From an optimization exercise on the open Yosys and OpenROAD flow, aimed at small area; shortcuts taken in it are not production practice. Only simulation tests tie the RTL to the original design; equivalence was not proved. Power and IR drop assume default switching activity.

===== design.v =====
module mips_regfile_mp #(
   parameter int NUM_REGS     = 32,
   parameter int DATA_WIDTH   = 32,
   parameter int NUM_RD_PORTS = 2,
   parameter int ZERO_REG_EN  = 1,
   parameter int BYPASS_EN    = 1,
   parameter logic [DATA_WIDTH-1:0] RESET_VALUE = '0,
   localparam int AW = $clog2(NUM_REGS)
) (
   input  logic                               clk,
   input  logic                               rst,
   input  logic [NUM_RD_PORTS*AW-1:0]         rd_addr,
   output logic [NUM_RD_PORTS*DATA_WIDTH-1:0] rd_data,
   output logic [NUM_RD_PORTS-1:0]            rd_busy,
   input  logic                               wr_en,
   input  logic [AW-1:0]                      wr_addr,
   input  logic [DATA_WIDTH-1:0]              wr_data,
   input  logic                               busy_set,
   input  logic [AW-1:0]                      busy_addr,
   output logic [NUM_REGS-1:0]                busy
);
   localparam logic [AW:0] DEPTH = (AW+1)'(NUM_REGS);
   logic [DATA_WIDTH-1:0] regs [NUM_REGS];
   logic wr_in_range;
   logic wr_is_zero;
   logic wr_ok;
   logic bs_in_range;
   logic bs_is_zero;
   logic bs_ok;
   always_comb begin
      wr_in_range = ({1'b0, wr_addr} < DEPTH);
      wr_is_zero  = (ZERO_REG_EN != 0) && (wr_addr == '0);
      wr_ok       = wr_en && wr_in_range && !wr_is_zero;
      bs_in_range = ({1'b0, busy_addr} < DEPTH);
      bs_is_zero  = (ZERO_REG_EN != 0) && (busy_addr == '0);
      bs_ok       = busy_set && bs_in_range && !bs_is_zero;
   end
   always_ff @(posedge clk) begin
      for (int r = 0; r < NUM_REGS; r++) begin
         if (rst) begin
            regs[r] <= RESET_VALUE;
         end else if (wr_ok && (wr_addr == AW'(r))) begin
            regs[r] <= wr_data;
         end
      end
   end
   always_ff @(posedge clk) begin
      for (int r = 0; r < NUM_REGS; r++) begin
         if (rst) begin
            busy[r] <= 1'b0;
         end else if (bs_ok && (busy_addr == AW'(r))) begin
            busy[r] <= 1'b1;
         end else if (wr_ok && (wr_addr == AW'(r))) begin
            busy[r] <= 1'b0;
         end
      end
   end
   genvar p;
   generate
      for (p = 0; p < NUM_RD_PORTS; p++) begin : g_rd_port
         logic [AW-1:0]         ra;
         logic                  ra_valid;
         logic [DATA_WIDTH-1:0] port_data;
         logic                  port_busy;
         assign ra = rd_addr[p*AW +: AW];
         always_comb begin
            ra_valid  = ({1'b0, ra} < DEPTH) && !((ZERO_REG_EN != 0) && (ra == '0));
            port_data = '0;
            port_busy = 1'b0;
            if (ra_valid) begin
               for (int r = 0; r < NUM_REGS; r++) begin
                  if (ra == AW'(r)) begin
                     port_data = regs[r];
                     port_busy = busy[r];
                  end
               end
               if ((BYPASS_EN != 0) && wr_ok && (wr_addr == ra)) begin
                  port_data = wr_data;
                  port_busy = 1'b0;
               end
            end
         end
         assign rd_data[p*DATA_WIDTH +: DATA_WIDTH] = port_data;
         assign rd_busy[p]                          = port_busy;
      end
   endgenerate
endmodule

===== run.sh =====
#!/bin/bash
# synth_recipe.tcl (not shown) runs the flow's synth.tcl, then flattens the netlist and writes it again
# the make line also repeats each setting of config.mk as NAME=value (left out here)
make -C /OpenROAD-flow-scripts/flow DESIGN_CONFIG=/design/flow/config.mk WORK_HOME=/design/flow/orfs CLKGATE_MAP_FILE= SYNTH_SCRIPT=/design/flow/synth_recipe.tcl finish

===== config.mk =====
export PLATFORM = sky130hd
export DESIGN_NAME = mips_regfile_mp
export DESIGN_NICKNAME = mips_regfile_mp
export VERILOG_FILES = /design/flow/design.v
export SDC_FILE = /design/flow/constraint.sdc
export NUM_CORES = 4
export LEC_CHECK = 0
export CAP_MARGIN = 20
export CORE_MARGIN = 2
export CORE_UTILIZATION = 30
export PLACE_DENSITY = 0.5
export SETUP_SLACK_MARGIN = 0.4
export SLEW_MARGIN = 20

===== constraint.sdc =====
create_clock -name core_clock -period 8.0 [get_ports {clk}]
set_input_delay 1.6000 -clock core_clock [delete_from_list [all_inputs] [get_ports {clk}]]
set_output_delay 1.6000 -clock core_clock [all_outputs]
set_load 0.01 [all_outputs]

==> flow_summary.ini <==
[run_status]
outcome = timing/DRC/antenna clean

[worst_hold_path]
worstHoldStart = regs[1][8]$_SDFFE_PP0P_
min_to = regs[1][8]$_SDFFE_PP0P_
hold_path_depth = 2
hold_path.class = reg -> reg

[cts]
htreeDepth = 4
holdBufCountCts = 0
clkLatencyLatePin_ns = 0.82
cts_root_buffer = clkbuf_16
clock_path_buffers = 3
cts_sinks = 1056
path_clk_slew_ns = 0.06
cts_made_buffers = 136
cts_tree = built

[synthesis]
synth_commonest_cells = 2303 x nand2_1, 1261 x a21oi_1, 1056 x dfxtp_1
synth_most_common_cell = nand2_1
synthDistinctLibCells = 82
synth_seq_cells = 1056
synthArstFlopShare_pct = 0
yosysWarnings = 2
yosysTopAreaCell = dfxtp_1
ys_seq_area_share_pct = 39.5
synth_fp_nets = 7532
ys_top_cells_by_area = dfxtp_1 39%, nand2_1 16%, a21oi_1 12%
netlist.area_leader.share_pct = 39.5
synth_cells = 7476
synth_area_um2 = 53600
ys.flop_type = dfxtp_1
synth.avg_cell_area_um2 = 7.17
synth-edff-count = 0

[setup_path]
critPathMaxStageDelay_ns = 0.62
r2r_cells = 2
crit_type = in -> out
crit_path_max_fanout = 18
worstPathCellList = buf_2 -> buf_4 -> nand3_1 -> buf_4 -> nor2_2 -> buf_4 -> a21oi_1 -> nand3_1 -> nor2_1 -> a21oi_1 -> nor3_1 -> nor2_1 -> buf_4 -> clkdlybuf4s50_1
r2r_start = regs[10][12]$_SDFFE_PP0P_
ff2ff_setup_slack_ns = 6.84
endpoint_kind = primary output
critPathSlowestCell = nor2_1
cp.required_ns = 6.40
crit_top_cell = buf_4
crit_family = buffers and inverters
critPathArrivalTime_ns = 6.07
rr_endpoint = regs[10][12]$_SDFFE_PP0P_
crit_buf_inv = 6
cp-start-kind = input pin

[grt]
grtUsageTotal_pct = 44.7
grt_max_degree = 209
grt_pass1_vias = 58700
gr-total-overflow = 0
antenna_found_initial = 60
grt_pass1_wl_mm = 554

[finish]
nets = 7551
drive_gt1_share_pct = 11.5
syn2layout_area_growth_pct = 20.3
design_area_um2 = 64400

[sta]
max_freq_mhz = 130
relSlewSlack_pct = 10.8
slew_violations = 0
finalSetupViolations = 0
min_period_ns = 7.67
fin_ws_ns = 0.331
holdWs_ns = 0.464
fin_crit_sh_pct = 95.9
skew_ns = 0
finalSetupTns_ns = 0
hold_viol = 0
tightest_slew_ns = 1.33
rsz0062_at_grt = false

[floorplan]
die_y_um = 427
die_area_um2 = 182000
io_pins = 154
rows = 155
die_w_um = 427
core_area_um2 = 178000
initial_core_util_pct = 30.1

[route]
vias = 67200
routedWlPerCell_um = 42.4
first_pass_iters = 10
drc_errors = 0
first_iter_violations = 13800
wl_mm = 423
viasPerCell = 6.73
drtAntennaViolNets = 0

[placement]
portBuffers = 153
place.gp.congestion = 1.07
dp_hpwl_mm = 288
place_ws_ns = 0.290
dpl_cell_area_um2 = 59500

[pwr]
p_leak_nw = 21.1
fin_total_pwr_mw = 13.5
irDropWorstVdd_v = 0.000182
power.density_nw_per_um2 = 209

[flow_run]
drv_cap = 0
==> repair_timing <==
item,4_1_cts,5_1_grt
setup endpoints to repair,1,0
setup buffers,8,0
resized for setup,1,0
==> worst max-delay path by stage <==
stage	start	endpoint	cells past startpoint	slack [ns]
after global routing	wr_addr[1]	rd_data[30]	10	0.41
final	rd_addr[9]	rd_data[35]	14	0.33
after floorplan	rd_addr[3]	rd_data[24]	10	2.76
after CTS	rd_addr[4]	rd_data[24]	13	0.56
after global placement	rd_addr[4]	rd_data[24]	13	0.45
after detailed placement	rd_addr[2]	rd_data[24]	13	0.29
==> worst register-to-register path, delay by kind of cell, from the launching register on <==
family / cells / cell delay [ns]
AND/OR/NAND/NOR: 1 / 0.10
flip-flops: 1 / 0.79
AO/OA/AOI/OAI: 1 / 0.18
==> layer usage <==
layer	share of wire, %	routed length, um	up-vias	global-route usage, %
met5	0.088	374	-	0.265
met4	7.3	30900	50	26.5
met3	15	64400	1555	19.1
met2	38	161000	6203	59.4
met1	39	166000	33000	59.0
li1	-	-	26400	-
==> flip-flops by register name, indices dropped and copies added (netlist names) <==
register and cells:
busy 32, regs 1024
==> per-stage QoR <==
stage,cells,util (%)
floorplan,7476,-
global placement,9701,33.4
detailed placement,9703,33.4
CTS,9957,36.1
global route,9959,36.2
finish,9983,36.2
==> logic make-up after synthesis <==
family | count (synthesis) | synth area share [%]
xor+xnor | 10 | 0.163
simple gates | 3060 | 23.5
buf+inv | 748 | 5.64
flops | 1056 | 39.5
mux | 126 | 2.85
compound gates | 2476 | 28.4
==> layout by cell type (no fill, tap or decap), drive strengths merged, types with 18 or more instances in the layout <==
| master | count |
|---|---|
| a2111oi | 18 |
| a211oi | 25 |
| a21oi | 1261 |
| a221oi | 100 |
| a222oi | 35 |
| a22o | 40 |
| a22oi | 431 |
| a31oi | 44 |
| and3 | 26 |
| buf | 483 |
| clkbuf | 196 |
| clkdlybuf4s50 | 133 |
| clkinv | 24 |
| dfxtp | 1056 |
| diode | 25 |
| inv | 18 |
| mux2i | 95 |
| mux4 | 20 |
| nand2 | 2303 |
| nand2b | 20 |
| nand3 | 109 |
| nand4 | 61 |
| nor2 | 301 |
| nor2b | 73 |
| nor3 | 73 |
| o211ai | 36 |
| o21ai | 248 |
| o221ai | 33 |
| o22ai | 67 |
==> area by class of cell <==
type                    instances  area [um2]
diodes                         25        62.6
clock buffers                 195        3930
clock inverters                51         822
fillers                     18800      114000
inverters                      12        45.0
multi-input cells            5672       30100
flip-flops and latches       1056       21100
well taps                    2355        2950
repair buffers                617        5340
==> power breakdown <==
group          total, mW  internal, mW  switching [mW]
combinational       1.37         0.320            1.05
sequential          5.36          5.30          0.0582
clock               6.74          3.96            2.78

==> what the ideal ports hide <==
The flow's constraints put no driver on any port. The routed layout listed below was extracted and timed again, unchanged, in two steps. Step 1 sets driving cells, clkbuf_16 on the clock port and buf_2 on the other inputs (assumed; they add their load-dependent delay and slew). Step 2 moves the port delays by t, midway between the first and last clock arrival at a register: inputs arrive t later, outputs are due t later. That takes back most of the time a late clock gives input paths. Three values: ideal ports, drivers, drivers and shift; two values: the first two.
t, ns: 0.909
setup slack, ns: 0.331 / 0.299 / 0.299
worst hold slack (ns): 0.464 / 0.464 / 0.464
After both steps this run still meets setup and hold. For this run, drivers alone change the setup slack by -0.032 ns; drivers and shift together by -0.032 ns.
